Source: an optimization exercise on an open RTL-to-GDS flow (aim: small area, a short achievable clock period and few clock cycles per item). Production flows keep margins and buffers that such runs may drop. At most, simulation tests tie the RTL to the original design; equivalence was not proved. No activity file was given, so power comes from the tool's default toggle rates.

Setup of oak:
Design bridgeTop, start of the top module:
module bridgeTop (
  input  wire         pclk,
  input  wire         preset_n,
  input  wire         awvalid,
  output logic        awready,
  input  wire  [31:0] awaddr,
  input  wire  [7:0]  awid,
  input  wire  [7:0]  awlen,
  input  wire  [1:0]  awburst,
  input  wire  [2:0]  awprot,
  input  wire         wvalid,
  output logic        wready,
  input  wire  [31:0] wdata,
  input  wire  [3:0]  wstrb,
  input  wire         arvalid,
  output logic        arready,
  input  wire  [31:0] araddr,
  input  wire  [7:0]  arid,
  input  wire  [7:0]  arlen,
  input  wire  [1:0]  arburst,
  input  wire  [2:0]  arprot,
  output logic        rvalid,
  input  wire         rready,
  output logic [31:0] rdata,
  output logic [1:0]  rresp,
  output logic [7:0]  rid,
  output logic        rlast,
  output logic        bvalid,
  input  wire         bready,
  output logic [1:0]  bresp,
  output logic [7:0]  bid,
  output logic [31:0] paddr,
  output logic [31:0] pwdata,
  output logic [3:0]  pstrb,
  output logic [2:0]  pprot,
  output logic        pwrite,
  output logic        penable,
  output logic [3:0]  psel,
  input  wire  [3:0]  pready,
  input  wire  [3:0]  pslverr,
  input  wire  [127:0] prdata
);
Size: ~420 I/O pins, roughly 6200 um2 of cells after synthesis.
export LEC_CHECK = 0
export CAP_MARGIN = 20
export CORE_MARGIN = 2
export CORE_UTILIZATION = 40
export SETUP_SLACK_MARGIN = 2.6
export SLEW_MARGIN = 20
create_clock -name core_clock -period 5.0 [get_ports {pclk}]
standard.sh (not shown) runs the stock make flow with config.mk's settings and CLKGATE_MAP_FILE= SYNTH_SCRIPT=/design/flow/synth_recipe.tcl, a recipe that flattens the netlist after the stock synthesis.
==> flow/flow/run.sh <==
#!/bin/bash
# standard ORFS layout (the standard.sh, standard synthesis unchanged),
# with every port buffered by the smallest buffer instead of a delay buffer,
# and no dummy loads in the clock tree
set -euo pipefail
export CTS_ARGS="-sink_clustering_enable -repair_clock_nets -dont_use_dummy_load"
bash standard.sh "BUFFER_PORTS_ARGS=-buffer_cell sky130_fd_sc_hd__buf_1" finish > standard.log 2>&1
Testbench counts of oak, summed over its fixed seeds: cycles 9,506, beats 2,933.
## Diff of input files: pine against oak
Settings: changing SETUP_SLACK_MARGIN from 2.6 to 2.8.
==> flow/flow/run.sh <==
#!/bin/bash
# standard ORFS layout (the standard.sh, standard synthesis unchanged),
# with every port buffered by the smallest buffer instead of a delay buffer
set -euo pipefail
bash standard.sh "BUFFER_PORTS_ARGS=-buffer_cell sky130_fd_sc_hd__buf_1" finish > standard.log 2>&1
Findings:
Cmp pine and oak / post-layout net count / higher: pine. Sort pine and oak by switching power as a share of total power desc -> top: pine. Logic gate share of total power, pine and oak: larger value in oak. On final clock period utilization by the worst path: pine sits below oak. Changes observed in pine relative to oak: sequential portion of the cell area saw a decrease; clock skew shows a reduction of 4.6 ps.


== red ==
bridgeTop, a different RTL version from the one above (not shown whole).
Size in the first run: ~480 cells after synthesis, ~140 flip-flops, roughly 420 I/O pins, roughly 6000 µm² of cells after synthesis.
export LEC_CHECK = 0
export CAP_MARGIN = 20
export CORE_MARGIN = 2
export CORE_UTILIZATION = 40
export SETUP_SLACK_MARGIN = 2.8
export SLEW_MARGIN = 20
create_clock -name core_clock -period 5.0 [get_ports {pclk}]
==> flow/flow/run.sh <==
#!/bin/bash
# standard ORFS layout (the standard.sh, standard synthesis unchanged),
# with every port buffered by the smallest buffer instead of a delay buffer
# and a shallower clock tree
set -euo pipefail
export CTS_ARGS="-sink_clustering_enable -repair_clock_nets -sink_clustering_size 40 -sink_clustering_max_diameter 250 -buf_list sky130_fd_sc_hd__clkbuf_16 -root_buf sky130_fd_sc_hd__clkbuf_16"
bash standard.sh "BUFFER_PORTS_ARGS=-buffer_cell sky130_fd_sc_hd__buf_1" finish > standard.log 2>&1
Inputs modified between red and blue:
-- flow/flow/run.sh --
<<< red, line 4
# and a shallower clock tree
>>> blue, line 4
<<< red, line 6
export CTS_ARGS="-sink_clustering_enable -repair_clock_nets -sink_clustering_size 40 -sink_clustering_max_diameter 250 -buf_list sky130_fd_sc_hd__clkbuf_16 -root_buf sky130_fd_sc_hd__clkbuf_16"
>>> blue, line 5
==> run summary <==
On clock share of power: between red and blue, it ends up lower for red.
Setup slack in blue is larger than in red.
Sum of routed wire segments on met1 came out lower on blue than on red.
Between red and blue, the difference in worst vdd rail ir drop is negligible.
Delta (blue minus red): non-clock buffer count +2; peak clock frequency supported by timing shows an increase of about 0.33%; flip-flop and latch count now sits at about the same level; sequential portion of the cell area lower.
No functional check of the RTL was part of any run of this note.


Another version of the RTL of bridgeTop (not shown whole).
Size in the first run: ~460 cells after synthesis, about 130 flip-flops, about 420 I/O pins, ~6000 sq um of cells after synthesis.
Settings: LEC_CHECK=0, CAP_MARGIN=20, CORE_MARGIN=2, CORE_UTILIZATION=40, SETUP_SLACK_MARGIN=3.0, SLEW_MARGIN=20; clock period 5.0 ns.
==> flow/flow/run.sh <==
#!/bin/bash
# standard ORFS layout (the standard.sh, standard synthesis unchanged),
# with every port buffered by the smallest buffer instead of a delay buffer
set -euo pipefail
bash standard.sh "BUFFER_PORTS_ARGS=-buffer_cell sky130_fd_sc_hd__buf_1" finish > standard.log 2>&1
The baseline passed the timing, design-rule and antenna checks.
Rerun with:
Settings changed: CTS_BUF_LIST from default to sky130_fd_sc_hd__clkbuf_4 sky130_fd_sc_hd__clkbuf_8, CTS_CLUSTER_DIAMETER from default to 100, CTS_CLUSTER_SIZE from default to 40.
What happened: The changed run completed with no timing, DRC or antenna violations. Synthesized area does not change. Die area is unchanged. Via count goes down by 0.40%. Maximum frequency drops by 1.1%. Setup slack degrades by 0.023 ns.
Function was not checked in any run of this note: the RTL went through the layout flow alone.


== before ==
The RTL this note starts from:
==> flow/design.v <==
`timescale 1ns/1ps
`default_nettype none
module bridgeTop (
  input  wire         pclk,
  input  wire         preset_n,
  input  wire         awvalid,
  output logic        awready,
  input  wire  [31:0] awaddr,
  input  wire  [7:0]  awid,
  input  wire  [7:0]  awlen,
  input  wire  [1:0]  awburst,
  input  wire  [2:0]  awprot,
  input  wire         wvalid,
  output logic        wready,
  input  wire  [31:0] wdata,
  input  wire  [3:0]  wstrb,
  input  wire         arvalid,
  output logic        arready,
  input  wire  [31:0] araddr,
  input  wire  [7:0]  arid,
  input  wire  [7:0]  arlen,
  input  wire  [1:0]  arburst,
  input  wire  [2:0]  arprot,
  output logic        rvalid,
  input  wire         rready,
  output logic [31:0] rdata,
  output logic [1:0]  rresp,
  output logic [7:0]  rid,
  output logic        rlast,
  output logic        bvalid,
  input  wire         bready,
  output logic [1:0]  bresp,
  output logic [7:0]  bid,
  output logic [31:0] paddr,
  output logic [31:0] pwdata,
  output logic [3:0]  pstrb,
  output logic [2:0]  pprot,
  output logic        pwrite,
  output logic        penable,
  output logic [3:0]  psel,
  input  wire  [3:0]  pready,
  input  wire  [3:0]  pslverr,
  input  wire  [127:0] prdata
);
  logic        act;
  logic        turn;       
  logic        oom;        
  logic        incr;
  logic [7:0]  cnt;        
  logic [7:0]  id;
  logic        werr;       
  logic        wHave;      
  logic [14:0] addr;
  logic [3:0]  strb;
  logic        last;
  logic        take;
  logic        sel;        
  logic        serr;
  logic [31:0] sdata;
  logic        done;
  logic        go;
  assign last = (cnt == 8'd0);
  assign awready = !act && turn;
  assign arready = !act && !turn;
  assign take    = !act && (turn ? awvalid : arvalid);
  assign wready = !wHave && !(act && pwrite && penable);
  always_comb begin
    sel   = 1'b0;
    serr  = 1'b0;
    sdata = 32'd0;
    for (int s = 0; s < 4; s++) begin
      sel   = sel   | (psel[s] & pready[s]);
      serr  = serr  | (psel[s] & pslverr[s]);
      sdata = sdata | ({32{psel[s]}} & prdata[32*s +: 32]);
    end
  end
  assign done = act && penable && (oom || sel);
  assign go   = act && !penable &&
                (pwrite ? (wHave && (!last || !bvalid || bready))
                        : (!rvalid || rready));
  assign paddr   = {17'd0, addr};
  assign pstrb   = pwrite ? strb : 4'd0;
  always_ff @(posedge pclk or negedge preset_n) begin
    if (!preset_n) begin
      act     <= 1'b0;
      turn    <= 1'b0;
      penable <= 1'b0;
      psel    <= 4'd0;
      wHave   <= 1'b0;
      rvalid  <= 1'b0;
      bvalid  <= 1'b0;
    end else begin
      if (!act) begin
        turn <= take ? !turn : !turn;
      end
      if (take) begin
        act <= 1'b1;
        if (turn ? (awaddr[31:14] == 18'd0) : (araddr[31:14] == 18'd0)) begin
          psel <= 4'b0001 << (turn ? awaddr[13:12] : araddr[13:12]);
        end
      end
      if (go) begin
        penable <= 1'b1;
      end
      if (done) begin
        penable <= 1'b0;
        if (last) begin
          act  <= 1'b0;
          psel <= 4'd0;
        end
      end
      if (wready && wvalid) begin
        wHave <= 1'b1;
      end else if (done && pwrite) begin
        wHave <= 1'b0;
      end
      rvalid <= (done && !pwrite) || (rvalid && !rready);
      bvalid <= (done && pwrite && last) || (bvalid && !bready);
    end
  end
  always_ff @(posedge pclk) begin
    if (take) begin
      pwrite <= turn;
      oom    <= turn ? (awaddr[31:14] != 18'd0) : (araddr[31:14] != 18'd0);
      incr   <= turn ? (awburst == 2'd1) : (arburst == 2'd1);
      cnt    <= turn ? awlen : arlen;
      id     <= turn ? awid : arid;
      pprot  <= turn ? awprot : arprot;
      addr   <= {1'b0, turn ? awaddr[13:0] : araddr[13:0]};
      werr   <= 1'b0;
    end else if (done) begin
      cnt  <= cnt - 8'd1;
      werr <= werr | serr;
      if (incr) begin
        addr[14:2] <= addr[14:2] + 13'd1;
      end
    end
    if (wready && wvalid) begin
      pwdata <= wdata;
      strb   <= wstrb;
    end
  end
  always_ff @(posedge pclk) begin
    if (act && penable && !pwrite) begin
      rdata <= sdata;
      rresp <= {oom | serr, oom};
      rid   <= id;
      rlast <= last;
    end
    if (act && penable && pwrite && last) begin
      bresp <= {oom | werr | serr, oom};
      bid   <= id;
    end
  end
endmodule
`default_nettype wire
make LEC_CHECK=0 CAP_MARGIN=20 CORE_MARGIN=2 CORE_UTILIZATION=40 SETUP_SLACK_MARGIN=3.0 SLEW_MARGIN=20 finish   # period 5.0 ns
run.sh (not shown) runs the stock make flow with config.mk's settings and CLKGATE_MAP_FILE= SYNTH_SCRIPT=/design/flow/synth_recipe.tcl, a recipe that flattens the netlist after the stock synthesis.
Stock flow here: none of the scripts above is used.
Testbench counts of before, summed over its fixed seeds: cycles 9,506, beats 2,933.
Input changes introduced in after (baseline for comparison: before):
- a deleted SETUP_SLACK_MARGIN that had been 3.0
[summary]
before has a lower sequential share of layout area than after. Compared with before, after degrades setup slack. In the flow results for before and after, the core occupancy in the finished layout is smaller on after. Across both runs, final critical path time including I/O delays and setup was higher for after than for before. after vs before — combinational fraction of design power dropped 2.3 points. Compared with before, via count in after decreased by a few percent.


== run A ==
bridgeTop, a different RTL version from the one above (not shown whole).
Size in the first run: ~510 cells after synthesis, about 100 flip-flops, roughly 420 I/O pins, about 5500 um2 of cells after synthesis.
Design bridgeTop, start of the top module:
module bridgeTop (
  input  wire         pclk,
  input  wire         preset_n,
  input  wire         awvalid,
  output logic        awready,
  input  wire  [31:0] awaddr,
  input  wire  [7:0]  awid,
  input  wire  [7:0]  awlen,
  input  wire  [1:0]  awburst,
  input  wire  [2:0]  awprot,
  input  wire         wvalid,
  output logic        wready,
  input  wire  [31:0] wdata,
  input  wire  [3:0]  wstrb,
  input  wire         arvalid,
  output logic        arready,
  input  wire  [31:0] araddr,
  input  wire  [7:0]  arid,
  input  wire  [7:0]  arlen,
  input  wire  [1:0]  arburst,
  input  wire  [2:0]  arprot,
  output logic        rvalid,
  input  wire         rready,
  output logic [31:0] rdata,
  output logic [1:0]  rresp,
  output logic [7:0]  rid,
  output logic        rlast,
  output logic        bvalid,
  input  wire         bready,
  output logic [1:0]  bresp,
  output logic [7:0]  bid,
  output logic [31:0] paddr,
  output logic [31:0] pwdata,
  output logic [3:0]  pstrb,
  output logic [2:0]  pprot,
  output logic        pwrite,
  output logic        penable,
  output logic [3:0]  psel,
  input  wire  [3:0]  pready,
  input  wire  [3:0]  pslverr,
  input  wire  [127:0] prdata
);
Settings: LEC_CHECK=0, CAP_MARGIN=20, CORE_MARGIN=2, CORE_UTILIZATION=40, PLACE_DENSITY=0.75, SETUP_SLACK_MARGIN=2.9, SLEW_MARGIN=20; clock period 5.0 ns.
standard.sh (not shown) runs the stock make flow with config.mk's settings and CLKGATE_MAP_FILE= SYNTH_SCRIPT=/design/flow/synth_recipe.tcl, a recipe that flattens the netlist after the stock synthesis.
==> flow/flow/run.sh <==
#!/bin/bash
# standard ORFS layout (the standard.sh, standard synthesis unchanged),
# with every port buffered by the smallest buffer instead of a delay buffer,
# and no dummy loads in the clock tree
set -euo pipefail
export CTS_ARGS="-sink_clustering_enable -repair_clock_nets -dont_use_dummy_load -buf_list sky130_fd_sc_hd__clkbuf_8"
bash standard.sh "BUFFER_PORTS_ARGS=-buffer_cell sky130_fd_sc_hd__buf_1" finish > standard.log 2>&1
Testbench counts of run A, summed over its fixed seeds: cycles 10,018, beats 2,933.
Edits applied to the flow inputs when going from run A to run B:
==> flow/flow/run.sh <==
#!/bin/bash
# standard ORFS layout (the standard.sh, standard synthesis unchanged),
# with every port buffered by the smallest buffer instead of a delay buffer,
# and no dummy loads in the clock tree
set -euo pipefail
export CTS_ARGS="-sink_clustering_enable -repair_clock_nets -dont_use_dummy_load"
bash standard.sh "BUFFER_PORTS_ARGS=-buffer_cell sky130_fd_sc_hd__buf_1" finish > standard.log 2>&1
diff --git a/flow/config.mk b/flow/config.mk
--- a/flow/config.mk
+++ b/flow/config.mk
@@ -9,5 +9,4 @@
 export CORE_MARGIN = 2
 export CORE_UTILIZATION = 40
-export PLACE_DENSITY = 0.75
-export SETUP_SLACK_MARGIN = 2.9
+export SETUP_SLACK_MARGIN = 3.0
 export SLEW_MARGIN = 20
==> comparison <==
- Delta (run B minus run A): global-route usage over all layers did not really move; minimum period implied by the final worst setup slack went down; clock skew went down; buffer count excluding the clock tree in the final layout went up; count of fill cells added during filler insertion went down.
- Looking at clock network fraction of design power, run B sits 3.4 points above run A.
The following lists how run C was set up differently from run B:
==> flow/run.sh (new file) <==
#!/bin/bash
# synth_recipe.tcl (not shown) runs the flow's synth.tcl, then flattens the netlist and writes it again
# the make line also repeats each setting of config.mk as NAME=value (left out here)
make -C /OpenROAD-flow-scripts/flow DESIGN_CONFIG=/design/flow/config.mk WORK_HOME=/design/flow/orfs CLKGATE_MAP_FILE= SYNTH_SCRIPT=/design/flow/synth_recipe.tcl finish
removed: flow/flow/run.sh
removed: flow/standard.sh
## What came out
Summary of the comparison: net switching power is higher in run C, relative to run B. Against run B as the reference, run C delivers a lower part of the power in registers. In the metrics for run C and run B, the one carrying the higher share of cell area taken by multi-input logic gates is run B. Compared run C against run B; maximum number of pins on one net before global-route repair within noise. Compared with run B, run C degrades initial DRC count. The run with more routed wire is run C, not run B.


Setup of quartz:
Another version of the RTL of bridgeTop (not shown whole).
Size: about 420 I/O pins, ~0.0060 sq mm of cells after synthesis.
Settings: LEC_CHECK=0, CAP_MARGIN=20, CORE_MARGIN=2, CORE_UTILIZATION=40, SLEW_MARGIN=20; clock period 5.0 ns.
==> flow/flow/run.sh <==
#!/bin/bash
# standard ORFS layout (the standard.sh, standard synthesis unchanged),
# with every port buffered by the smallest buffer instead of a delay buffer
set -euo pipefail
bash standard.sh "BUFFER_PORTS_ARGS=-buffer_cell sky130_fd_sc_hd__buf_1" finish > standard.log 2>&1
Testbench counts of quartz, summed over its fixed seeds: cycles 9,506, beats 2,933.
--- input diff quartz..fjord ---
==> flow/run.sh (new file) <==
#!/bin/bash
# synth_recipe.tcl (not shown) runs the flow's synth.tcl, then flattens the netlist and writes it again
# the make line also repeats each setting of config.mk as NAME=value (left out here)
make -C /OpenROAD-flow-scripts/flow DESIGN_CONFIG=/design/flow/config.mk WORK_HOME=/design/flow/orfs CLKGATE_MAP_FILE= SYNTH_SCRIPT=/design/flow/synth_recipe.tcl finish
diff --git a/flow/config.mk b/flow/config.mk
--- a/flow/config.mk
+++ b/flow/config.mk
@@ -10,0 +11 @@
+export SETUP_SLACK_MARGIN = 3.0
removed: flow/flow/run.sh
removed: flow/standard.sh
==> run summary <==
Compared with quartz, in fjord final weighted congestion in routability-driven placement dropped 1.3%; post-route clock period utilization dropped 10 points; critical path depth dropped 4; register share of the cell area dropped 12 points; sequential power barely changed.
Between quartz and fjord, the difference in number of multi-input logic gates is negligible.
Design internal power deteriorates in fjord relative to quartz.
Higher biggest cell delay along the critical path among quartz and fjord: quartz
[fjord vs quartz] area fraction of clock buffers and clock inverters: lower in fjord
Relative to quartz, relative contribution of sequential cells to total power decreased by 5.2 points in fjord.
For total wire length, dividing the value from quartz by the value from fjord gives 0.78.

[port drivers added, routing unchanged]
Ports are ideal in the flow. The routed layouts listed here were re-timed in OpenROAD.
Step 1 sets driving cells, clkbuf_16 on the clock port and buf_2 on the other inputs (assumed; they add their load-dependent delay and slew).
Step 2 moves the port delays by t, midway between the first and last clock arrival at a register: inputs arrive t later, outputs are due t later. That takes back most of the time a late clock gives input paths.
Slacks: ideal ports / drivers / drivers and shift; pairs: ideal ports / drivers.
run	shift t [ns]	setup WS [ns]	worst register clock-pin slew, ns
oak	0.453	2.754 / 2.774 / 2.321	0.06 / 0.06
pine	0.460	2.871 / 2.836 / 2.424	0.06 / 0.06
red	0.460	2.836 / 2.794 / 2.548	0.06 / 0.06
blue	0.454	2.844 / 2.804 / 2.535	0.06 / 0.06
the first run of note 3	0.464	2.822 / 2.778 / 2.673	0.06 / 0.06
the second run of note 3	0.481	2.799 / 2.758 / 2.638	0.08 / 0.08
before	0.463	2.710 / 2.664 / 2.370	0.06 / 0.06
after	0.459	1.972 / 1.927 / 1.534	0.06 / 0.06
run A	0.400	2.896 / 2.857 / 2.560	0.12 / 0.12
run B	0.371	2.969 / 2.941 / 2.603	0.07 / 0.07
run C	0.385	2.883 / 2.847 / 2.463	0.07 / 0.07
quartz	0.458	2.246 / 2.267 / 1.809	0.06 / 0.06
fjord	0.450	2.764 / 2.722 / 2.476	0.06 / 0.06
After both steps setup and hold are still met in every run listed. The setup slack of pine, which loses most, moves by -0.035 ns with the drivers and by -0.447 ns with both steps.
